Source: an optimization exercise on an open RTL-to-GDS flow (aim: small area). Production flows keep margins and buffers that such runs may drop. In this exercise RTL edits were held to simulation tests only and were not proved equivalent to the original. Power is estimated from default activity; no workload was simulated.

==> job 2833 <==
==> flow/design.v (excerpt) <==
module silent_top (
  input  logic        CLK,
  input  logic        rst_n,
  input  logic        update,
  input  logic [8:0]  step,
  input  logic        wr_en,
  input  logic [4:0]  wr_idx,
  input  logic [8:0]  wr_duty,
  input  logic [8:0]  wr_phase,
  output logic        busy,
  output logic        drive_valid,
  output logic [8:0]  drive_duty,
  output logic [8:0]  drive_phase,
  output logic [31:0] pwm_out
);
==> module target_ram, before the edit <==
module target_ram (
  input  logic       CLK,
  input  logic       accept,
  input  logic       wr_en,
  input  logic [4:0] wr_idx,
  input  logic [8:0] wr_duty,
  input  logic [8:0] wr_phase,
  output logic [8:0] tgt_duty,
  output logic [8:0] tgt_phase
);
  logic [17:0] mem  [32];
  logic [17:0] ring [32];
  always_ff @(posedge CLK) begin
    for (int i = 0; i < 32; i++) begin
      if (wr_en && wr_idx == 5'(i)) mem[i] <= (i % 2 == 0) ? ~{wr_duty, wr_phase} : {wr_duty, wr_phase};
      ring[i] <= ~(accept ? mem[i] : ring[(i + 1) % 32]);
    end
  end
  assign tgt_duty  = ~ring[23][17:9];   
  assign tgt_phase = ~ring[23][8:0];
endmodule
==> module silencer, before the edit <==
module silencer (
  input  logic         CLK,
  input  logic         rst_n,
  input  logic         update,
  input  logic [8:0]   step,
  input  logic [8:0]   tgt_duty,
  input  logic [8:0]   tgt_phase,
  output logic         accept,
  output logic         busy,
  output logic         dout_valid,
  output logic [8:0]   dout_duty,
  output logic [8:0]   dout_phase,
  output logic [287:0] shd_start,
  output logic [287:0] shd_end,
  output logic [31:0]  shd_init,
  output logic [31:0]  shd_zero
);
  logic [5:0]  seq;
  logic [8:0]  step_q;
  logic [31:0] dec, rd_sel;
  logic [8:0]  sp, se;
  logic [8:0]  cd, cp;
  logic [8:0]  nd, np;
  logic [8:0]  new_end;
  logic        new_init;
  assign busy       = |seq;
  assign accept     = rst_n && update && !busy;
  assign dout_valid = seq[5];
  always_ff @(posedge CLK) begin
    if (!rst_n)      seq <= '0;
    else if (accept) seq <= 6'd22;
    else if (busy)   seq <= seq + 1'b1;
    if (accept) step_q <= step;
  end
  always_comb begin
    for (int i = 0; i < 32; i++) begin
      dec[i]    = seq[4:0] == 5'(i);
      rd_sel[i] = dec[(i + 30) % 32] && !shd_zero[i];
    end
  end
  always_comb begin
    sp = '0;
    se = '0;
    for (int i = 0; i < 32; i++) begin
      sp = sp | ({9{rd_sel[i]}} & shd_start[i*9 +: 9]);
      se = se | ({9{rd_sel[i]}} & shd_end[i*9 +: 9]);
    end
  end
  always_ff @(posedge CLK) begin
    cp         <= sp;
    cd         <= 9'(se - sp);
    dout_duty  <= nd;
    dout_phase <= np;
  end
  addsub calc (.cd(cd), .cp(cp), .td(tgt_duty), .tp(tgt_phase), .step(step_q),
    .nd(nd), .np(np));
  assign new_end  = 9'(dout_phase + dout_duty);
  assign new_init = 9'(-dout_phase) < dout_duty;   
  always_ff @(posedge CLK) begin
    for (int i = 0; i < 32; i++) begin
      if (!rst_n) begin
        shd_zero[i] <= 1'b1;
      end else if (dout_valid && dec[i]) begin
        shd_zero[i] <= 1'b0;
      end
      if (dout_valid && dec[i]) begin
        shd_start[i*9 +: 9] <= dout_phase;
        shd_end[i*9 +: 9]   <= new_end;
        shd_init[i]         <= new_init;
      end
    end
  end
endmodule
==> module pwm_array, before the edit <==
module pwm_array (
  input  logic         CLK,
  input  logic         rst_n,
  input  logic [287:0] shd_start,
  input  logic [287:0] shd_end,
  input  logic [31:0]  shd_init,
  input  logic [31:0]  shd_zero,
  output logic [31:0]  pwm_out
);
  logic [8:0]  act_start [32];
  logic [8:0]  act_end   [32];
  logic [31:0] act_zero;
  logic [8:0]  cnt, cnt_n;
  logic        cnt_last;
  assign cnt_last = &cnt;
  assign cnt_n    = cnt + 1'b1;
  always_ff @(posedge CLK) begin
    if (!rst_n) cnt <= '0;
    else        cnt <= cnt_n;
    if (!rst_n)        act_zero <= '1;
    else if (cnt_last) act_zero <= shd_zero;
    for (int i = 0; i < 32; i++) begin
      if (cnt_last) begin
        act_start[i] <= shd_start[i*9 +: 9];
        act_end[i]   <= shd_end[i*9 +: 9];
      end
      if (!rst_n)
        pwm_out[i] <= 1'b0;
      else if (cnt_last)
        pwm_out[i] <= shd_init[i] && !shd_zero[i];
      else
        pwm_out[i] <= (pwm_out[i] || (!act_zero[i] && cnt_n == act_start[i]))
                      && cnt_n != act_end[i];
    end
  end
endmodule
==> module silent_top, before the edit <==
module silent_top (
  input  logic        CLK,
  input  logic        rst_n,
  input  logic        update,
  input  logic [8:0]  step,
  input  logic        wr_en,
  input  logic [4:0]  wr_idx,
  input  logic [8:0]  wr_duty,
  input  logic [8:0]  wr_phase,
  output logic        busy,
  output logic        drive_valid,
  output logic [8:0]  drive_duty,
  output logic [8:0]  drive_phase,
  output logic [31:0] pwm_out
);
  logic         accept;
  logic [8:0]   tgt_duty, tgt_phase;
  logic [287:0] shd_start, shd_end;
  logic [31:0]  shd_init;
  logic [31:0]  shd_zero;
  target_ram target_ram_inst (
    .CLK(CLK), .accept(accept),
    .wr_en(wr_en), .wr_idx(wr_idx), .wr_duty(wr_duty), .wr_phase(wr_phase),
    .tgt_duty(tgt_duty), .tgt_phase(tgt_phase)
  );
  silencer silencer_inst (
    .CLK(CLK), .rst_n(rst_n), .update(update), .step(step),
    .tgt_duty(tgt_duty), .tgt_phase(tgt_phase), .accept(accept), .busy(busy),
    .dout_valid(drive_valid), .dout_duty(drive_duty), .dout_phase(drive_phase),
    .shd_start(shd_start), .shd_end(shd_end), .shd_init(shd_init), .shd_zero(shd_zero)
  );
  pwm_array pwm_array_inst (
    .CLK(CLK), .rst_n(rst_n), .shd_start(shd_start), .shd_end(shd_end), .shd_init(shd_init),
    .shd_zero(shd_zero), .pwm_out(pwm_out)
  );
endmodule
export LEC_CHECK = 0
export CAP_MARGIN = 5
export CORE_MARGIN = 2
export CORE_UTILIZATION = 55
export CTS_CLUSTER_DIAMETER = 80
export CTS_CLUSTER_SIZE = 20
export SLEW_MARGIN = 5
create_clock -name core_clock -period 6.0 [get_ports {CLK}]
run.sh (not shown) runs the stock make flow with config.mk's settings and CLKGATE_MAP_FILE= SYNTH_SCRIPT=/design/flow/synth_recipe.tcl, a recipe that flattens the netlist after the stock synthesis.
==> job 5455: changes against job 2833 <==
--- a/flow/design.v
+++ b/flow/design.v
@@ -62,8 +62,8 @@
     for (int i = 0; i < 32; i++) begin
-      if (wr_en && wr_idx == 5'(i)) mem[i] <= (i % 2 == 0) ? ~{wr_duty, wr_phase} : {wr_duty, wr_phase};
-      ring[i] <= ~(accept ? mem[i] : ring[(i + 1) % 32]);
+      if (wr_en && wr_idx == 5'(i)) mem[i] <= {wr_duty, wr_phase};
+      ring[i] <= accept ? mem[i] : ring[(i + 1) % 32];
     end
   end
-  assign tgt_duty  = ~ring[23][17:9];   
-  assign tgt_phase = ~ring[23][8:0];
+  assign tgt_duty  = ring[22][17:9];
+  assign tgt_phase = ring[22][8:0];
 endmodule
@@ -84,15 +84,10 @@
   output logic [8:0]   dout_phase,
-  output logic [287:0] shd_start,
-  output logic [287:0] shd_end,
-  output logic [31:0]  shd_init,
+  output logic [287:0] shd_duty,
+  output logic [287:0] shd_phase,
   output logic [31:0]  shd_zero
 );
-  logic [5:0]  seq;
-  logic [8:0]  step_q;
-  logic [31:0] dec, rd_sel;
-  logic [8:0]  sp, se;
-  logic [8:0]  cd, cp;
-  logic [8:0]  nd, np;
-  logic [8:0]  new_end;
-  logic        new_init;
+  logic [5:0] seq;
+  logic [8:0] step_q;
+  logic [4:0] k;
+  logic [8:0] cd, cp;
   assign busy       = |seq;
@@ -100,2 +95,3 @@
   assign dout_valid = seq[5];
+  assign k          = seq[4:0];
   always_ff @(posedge CLK) begin
@@ -106,26 +102,6 @@
   end
-  always_comb begin
-    for (int i = 0; i < 32; i++) begin
-      dec[i]    = seq[4:0] == 5'(i);
-      rd_sel[i] = dec[(i + 30) % 32] && !shd_zero[i];
-    end
-  end
-  always_comb begin
-    sp = '0;
-    se = '0;
-    for (int i = 0; i < 32; i++) begin
-      sp = sp | ({9{rd_sel[i]}} & shd_start[i*9 +: 9]);
-      se = se | ({9{rd_sel[i]}} & shd_end[i*9 +: 9]);
-    end
-  end
-  always_ff @(posedge CLK) begin
-    cp         <= sp;
-    cd         <= 9'(se - sp);
-    dout_duty  <= nd;
-    dout_phase <= np;
-  end
+  assign cd = shd_zero[k] ? 9'd0 : shd_duty[k*9 +: 9];
+  assign cp = shd_zero[k] ? 9'd0 : shd_phase[k*9 +: 9];
   addsub calc (.cd(cd), .cp(cp), .td(tgt_duty), .tp(tgt_phase), .step(step_q),
-    .nd(nd), .np(np));
-  assign new_end  = 9'(dout_phase + dout_duty);
-  assign new_init = 9'(-dout_phase) < dout_duty;   
+    .nd(dout_duty), .np(dout_phase));
   always_ff @(posedge CLK) begin
@@ -134,9 +110,8 @@
         shd_zero[i] <= 1'b1;
-      end else if (dout_valid && dec[i]) begin
+      end else if (dout_valid && k == 5'(i)) begin
         shd_zero[i] <= 1'b0;
       end
-      if (dout_valid && dec[i]) begin
-        shd_start[i*9 +: 9] <= dout_phase;
-        shd_end[i*9 +: 9]   <= new_end;
-        shd_init[i]         <= new_init;
+      if (dout_valid && k == 5'(i)) begin
+        shd_duty[i*9 +: 9]  <= dout_duty;
+        shd_phase[i*9 +: 9] <= dout_phase;
       end
@@ -151,5 +126,4 @@
   input  logic         rst_n,
-  input  logic [287:0] shd_start,
-  input  logic [287:0] shd_end,
-  input  logic [31:0]  shd_init,
+  input  logic [287:0] shd_duty,
+  input  logic [287:0] shd_phase,
   input  logic [31:0]  shd_zero,
@@ -157,12 +131,11 @@
 );
-  logic [8:0]  act_start [32];
-  logic [8:0]  act_end   [32];
+  logic [8:0]  act_duty  [32];
+  logic [8:0]  act_phase [32];
   logic [31:0] act_zero;
-  logic [8:0]  cnt, cnt_n;
+  logic [8:0]  cnt;
   logic        cnt_last;
   assign cnt_last = &cnt;
-  assign cnt_n    = cnt + 1'b1;
   always_ff @(posedge CLK) begin
     if (!rst_n) cnt <= '0;
-    else        cnt <= cnt_n;
+    else        cnt <= cnt + 1'b1;
     if (!rst_n)        act_zero <= '1;
@@ -171,12 +144,10 @@
       if (cnt_last) begin
-        act_start[i] <= shd_start[i*9 +: 9];
-        act_end[i]   <= shd_end[i*9 +: 9];
+        act_duty[i]  <= shd_duty[i*9 +: 9];
+        act_phase[i] <= shd_phase[i*9 +: 9];
       end
-      if (!rst_n)
-        pwm_out[i] <= 1'b0;
-      else if (cnt_last)
-        pwm_out[i] <= shd_init[i] && !shd_zero[i];
-      else
-        pwm_out[i] <= (pwm_out[i] || (!act_zero[i] && cnt_n == act_start[i]))
-                      && cnt_n != act_end[i];
+    end
+  end
+  always_comb begin
+    for (int i = 0; i < 32; i++) begin
+      pwm_out[i] = !act_zero[i] && (9'(cnt - act_phase[i]) < act_duty[i]);
     end
@@ -204,4 +175,3 @@
   logic [8:0]   tgt_duty, tgt_phase;
-  logic [287:0] shd_start, shd_end;
-  logic [31:0]  shd_init;
+  logic [287:0] shd_duty, shd_phase;
   logic [31:0]  shd_zero;
@@ -216,6 +186,6 @@
     .dout_valid(drive_valid), .dout_duty(drive_duty), .dout_phase(drive_phase),
-    .shd_start(shd_start), .shd_end(shd_end), .shd_init(shd_init), .shd_zero(shd_zero)
+    .shd_duty(shd_duty), .shd_phase(shd_phase), .shd_zero(shd_zero)
   );
   pwm_array pwm_array_inst (
-    .CLK(CLK), .rst_n(rst_n), .shd_start(shd_start), .shd_end(shd_end), .shd_init(shd_init),
+    .CLK(CLK), .rst_n(rst_n), .shd_duty(shd_duty), .shd_phase(shd_phase),
     .shd_zero(shd_zero), .pwm_out(pwm_out)
Settings changed: CAP_MARGIN 5 to 20, CORE_UTILIZATION 55 to 40, CTS_CLUSTER_DIAMETER 80 to unset, CTS_CLUSTER_SIZE 20 to unset, SLEW_MARGIN 5 to 20.
==> qor summary <==
| quantity | job 5455 | job 2833 |
|---|---|---|
| Global Route met2 Usage | 0.3280 | 0.5177 |
| Pre-CTS WS | -2000 ps | 1290 ps |
| Total power draw | 68030 µW | 42340 µW |
| CORE AREA | 242800 µm² | 162600 µm² |
| Multi-input combinational cell count | 2976 | 2603 |
| Net switching share of the total power | 0.3515 | 0.2930 |
| Count of cells along the worst register-to-register path | 28 | 17 |
| Pre-antenna DRT Iters | 6 | 10 |
| Setup slack after layout | -2378 ps | 1204 ps |
| Post CTS Setup Buffer Count | 30 | 0 |
| Antenna violations before repair | 20 | 10 |
| Area of placed instances | 108500 µm² | 94740 µm² |
| Storage cell area | 65310 µm² | 67610 µm² |
| Outcome | complete, but fails checks | timing/DRC/antenna clean |
| Reasons for failing layout checks | negative setup slack | - |
| Buffers excl. clock | 957 | 289 |

## separate check: timing with driven ports
How much do the figures lean on ideal ports? The routed layouts below were timed once more, with nothing changed but the port constraints. Step 1: set_driving_cell puts a clkbuf_16 on CLK and a buf_2 on each other input, an assumption about the parent block. Step 2 times the ports against the registers' clock, not the clock port: input delays grow and output delays shrink by t, the midpoint of the rising clock arrivals with the driver on. Three values: ideal ports, drivers, drivers and shift; two values: the first two.
run | t (ns) | setup slack, ns | slew at the worst register clock pin (ns)
job 2833 | 0.883 | 1.204 / 1.204 / 1.204 | 0.10 / 0.10
job 5455 | 0.946 | -2.378 / -2.465 / -1.519 | 0.07 / 0.07
